This is an optimization exercise on Yosys and OpenROAD, whose aim is small area and a short achievable clock period, not a production implementation. Where RTL was checked, it was by simulation tests only, not by an equivalence proof against the original. The clock input has no modelled driver; a real chip could not lean on it and would need a root buffer or a full tree. Power figures rest on the tool's default switching activity, not on a simulated workload.

==> module simple_fixed_2, before the edit <==
module simple_fixed_2
(
    input  logic         clk,
    input  logic         reset,
    input  logic [0:10]  op,
    input  logic [2:0]   format,
    input  logic [6:0]   rt_addr,
    input  logic [0:127] ra,
    input  logic [0:127] rb,
    input  logic [0:17]  imm,
    input  logic         reg_write,
    output logic [0:127] rt_wb,
    output logic [6:0]   rt_addr_wb,
    output logic         reg_write_wb
);
    localparam int S0 = 2;   
    logic ok0, ri_fmt, ri0, wide0;
    assign ri_fmt = op[5] ? (format == spu_pkg::FMT_RI7) : (format == spu_pkg::FMT_RR);
    assign ok0   = (op[0:4] == 5'b00001) && op[6] && op[7] && ri_fmt;
    assign ri0   = op[5];
    assign wide0 = !op[8];
    logic [5:0]  s_cl [4];
    logic [4:0]  s_cu [4];
    logic [15:0] s_hu [4];
    logic [15:0] s_hl [4];
    logic [1:0]  s_sg [4];
    for (genvar j = 0; j < 4; j++) begin : g_s
        logic [31:0] x, b;
        assign x = ra[32*j +: 32];
        assign b = rb[32*j +: 32];
        assign s_cl[j] = ri0 ? imm[12:17] : b[5:0];
        assign s_cu[j] = ri0 ? imm[13:17] : (wide0 ? b[4:0] : b[20:16]);
        assign s_sg[j] = {x[31], wide0 ? x[31] : x[15]};
        sf2_shifter #(.LO(0), .HI(S0-1)) u_u (.x(x[31:16]), .amt(s_cu[j][3:0]), .y(s_hu[j]));
        sf2_shifter #(.LO(0), .HI(S0-1)) u_l (.x(x[15:0]),  .amt(s_cl[j][3:0]), .y(s_hl[j]));
    end
    logic         r1_ok, r1_we;
    logic [6:0]   r1_addr;
    logic         r1_wide;
    logic [1:0]   r1_kind;
    logic [15:0]  r1_hu [4];
    logic [15:0]  r1_hl [4];
    logic [5:0]   r1_cl [4];
    logic [4:0]   r1_cu [4];
    logic [1:0]   r1_sg [4];
    logic [3:0]   r1_cun [4];   
    logic [3:0]   r1_cln [4];
    always_ff @(posedge clk or negedge reset) begin
        if (!reset) begin
            r1_ok   <= 1'b0;
            r1_we   <= 1'b0;
            r1_addr <= '0;
        end else begin
            r1_ok   <= ok0;
            r1_we   <= reg_write;
            r1_addr <= rt_addr;
        end
    end
    always_ff @(posedge clk) begin
        r1_wide <= wide0;
        r1_kind <= op[9:10];
        for (int j = 0; j < 4; j++) begin
            r1_hu[j] <= s_hu[j];
            r1_hl[j] <= s_hl[j];
            r1_cl[j] <= s_cl[j];
            r1_cu[j] <= s_cu[j];
            r1_sg[j] <= s_sg[j];
            r1_cun[j] <= ~s_cu[j][3:0];
            r1_cln[j] <= ~s_cl[j][3:0];
        end
    end
    logic [0:127] a_rt;
    logic         shl, rot, arith;
    assign shl   = r1_kind == spu_pkg::SH_SHL_OP;
    assign rot   = r1_kind == spu_pkg::SH_ROT_OP;
    assign arith = r1_kind == spu_pkg::SH_ROTMA_OP;
    function automatic logic [15:0] therm(input logic [3:0] c);
        logic [15:0] t;
        t = 16'hFFFF;
        for (int l = 0; l < 4; l++)
            for (int k = 0; k < 16; k++)
                if (((k >> l) & 1) == 1)
                    t[k] = t[k] | !c[l];
                else
                    t[k] = t[k] & !c[l];
        therm = t;
    endfunction
    for (genvar j = 0; j < 4; j++) begin : g_a
        logic [15:0] hu, hl, ou, ol, gu, gl, t;
        logic [4:0]  cu, cl;
        logic        c5, zu, zl, zw, fu, fl;
        logic        au, bu, ccu, al, bl, ccl;
        sf2_rot2 #(.LO(S0), .HI(3)) u_u (.x(r1_hu[j]), .amt(r1_cu[j][3:0]), .amtn(r1_cun[j]), .y(hu));
        sf2_rot2 #(.LO(S0), .HI(3)) u_l (.x(r1_hl[j]), .amt(r1_cl[j][3:0]), .amtn(r1_cln[j]), .y(hl));
        assign cu = r1_cu[j];
        assign cl = r1_cl[j][4:0];
        assign c5 = r1_cl[j][5];
        assign zu = cu == 5'd0;
        assign zl = cl == 5'd0;
        assign zw = zl && !c5;
        assign fu = r1_ok && arith && r1_sg[j][1];
        assign fl = r1_ok && arith && r1_sg[j][0];
        always_comb begin
            if (rot) begin
                au = 1'b1; bu = 1'b0; ccu = 1'b0;
                al = 1'b1; bl = 1'b0; ccl = 1'b0;
            end else if (r1_wide) begin
                au  = shl ? !c5 && !cl[4] : zw;
                bu  = shl && !c5 && cl[4];
                ccu = !shl && c5 && cl[4];
                al  = shl ? 1'b0 : zw || (c5 && cl[4]);
                bl  = shl && !c5 && !cl[4];
                ccl = !shl && c5;
            end else begin
                au  = !shl && zu;
                bu  = shl && !cu[4];
                ccu = !shl && cu[4];
                al  = !shl && zl;
                bl  = shl && !cl[4];
                ccl = !shl && cl[4];
            end
            au = au && r1_ok; bu = bu && r1_ok; ccu = ccu && r1_ok;
            al = al && r1_ok; bl = bl && r1_ok; ccl = ccl && r1_ok;
        end
        assign gu = therm(cu[3:0]);
        assign gl = therm(cl[3:0]);
        assign t  = r1_wide ? gl ^ {16{cl[4]}} : 16'hFFFF;
        for (genvar k = 0; k < 16; k++) begin : g_k
            logic ku, kl;
            assign ku = au || (gu[k] ? bu : ccu);
            assign kl = al || (gl[k] ? bl : ccl);
            assign ou[k] = ku ? (t[k] ? hu[k] : hl[k]) : fu;
            assign ol[k] = kl ? (t[k] ? hl[k] : hu[k]) : fl;
        end
        assign a_rt[32*j +: 32] = {ou, ol};
    end
    logic [0:127] r2_rt, r3_rt;
    logic [6:0]   r2_addr, r3_addr;
    logic         r2_we, r3_we;
    always_ff @(posedge clk or negedge reset) begin
        if (!reset) begin
            r2_rt   <= '0;
            r2_addr <= '0;
            r2_we   <= 1'b0;
            r3_rt   <= '0;
            r3_addr <= '0;
            r3_we   <= 1'b0;
        end else begin
            r2_rt   <= a_rt;
            r2_addr <= r1_addr;
            r2_we   <= r1_ok & r1_we;
            r3_rt   <= r2_rt;
            r3_addr <= r2_addr;
            r3_we   <= r2_we;
        end
    end
    assign rt_wb        = r3_rt;
    assign rt_addr_wb   = r3_addr;
    assign reg_write_wb = r3_we;
endmodule
==> flow/config.mk <==
export PLATFORM = sky130hd
export DESIGN_NAME = simple_fixed_2
export DESIGN_NICKNAME = simple_fixed_2
export VERILOG_FILES = /design/flow/design.v
export SDC_FILE = /design/flow/constraint.sdc
export NUM_CORES = 4
export LEC_CHECK = 0
export CAP_MARGIN = 20
export CORE_MARGIN = 2
export CORE_UTILIZATION = 60
export SETUP_SLACK_MARGIN = 3.8
export SLEW_MARGIN = 20
==> flow/constraint.sdc <==
create_clock -name core_clock -period 6.0 [get_ports {clk}]
set_input_delay 1.2000 -clock core_clock [delete_from_list [all_inputs] [get_ports {clk}]]
set_output_delay 1.2000 -clock core_clock [all_outputs]
set_load 0.01 [all_outputs]
standard.sh (not shown) runs the stock make flow with config.mk's settings and CLKGATE_MAP_FILE= SYNTH_SCRIPT=/design/flow/synth_recipe.tcl, a recipe that flattens the netlist after the stock synthesis.
==> flow/flow/run.sh <==
#!/bin/bash
# Standard ORFS layout with plain buf_1 port buffers and a two-level clock
# tree built by flow/mycts.tcl in place of the flow's clock tree synthesis.
set -euo pipefail
bash standard.sh "BUFFER_PORTS_ARGS=-buffer_cell sky130_fd_sc_hd__buf_1" "PRE_CTS_TCL=$PWD/flow/mycts.tcl" finish > standard.log 2>&1
Other scripts of this flow, unchanged in this note and not shown: flow/flow/mycts.tcl
==> next run, changes <==
--- a/flow/design.v
+++ b/flow/design.v
@@ -56,5 +56,5 @@
     output logic         reg_write_wb
 );
-    localparam int S0 = 2;   
+    localparam int S0 = 1;   
     logic ok0, ri_fmt, ri0, wide0;
     assign ri_fmt = op[5] ? (format == spu_pkg::FMT_RI7) : (format == spu_pkg::FMT_RR);
=> Sequential cell count rises by 8; area after synthesis came out higher by 0.35%; routed wire length climbs by 6.3%; worst setup slack improves by 0.017 ns; total power drops by 0.71%.
The RTL of the first run of this note was laid out without a check of its function. No run of this note takes its clock network from TritonCTS; it comes from the design's own scripts or RTL.

-- what the ideal ports hide --
In the flow no input, the clock included, has a driving cell. The finished layouts below were timed again as built, in two steps. Step 1: set_driving_cell puts a clkbuf_16 on clk and a buf_2 on each other input, an assumption about the parent block. Step 2 also shifts input and output timing later by t, the mid clock arrival at the registers, as if the neighbouring blocks saw the same clock. Slacks: ideal ports / drivers / drivers and shift; pairs: ideal ports / drivers.
run	shift t [ns]	setup slack, ns	hold slack, ns	worst setup path after step 2
the first run	0.601	3.632 / 3.574 / 3.192	0.354 / 0.354 / 0.354	input to register
the second run	0.606	3.649 / 3.589 / 3.447	0.352 / 0.352 / 0.352	input to register
After both steps every run listed still meets setup and hold. For the first run, which loses most, drivers alone change the setup slack by -0.058 ns; drivers and shift together by -0.440 ns.
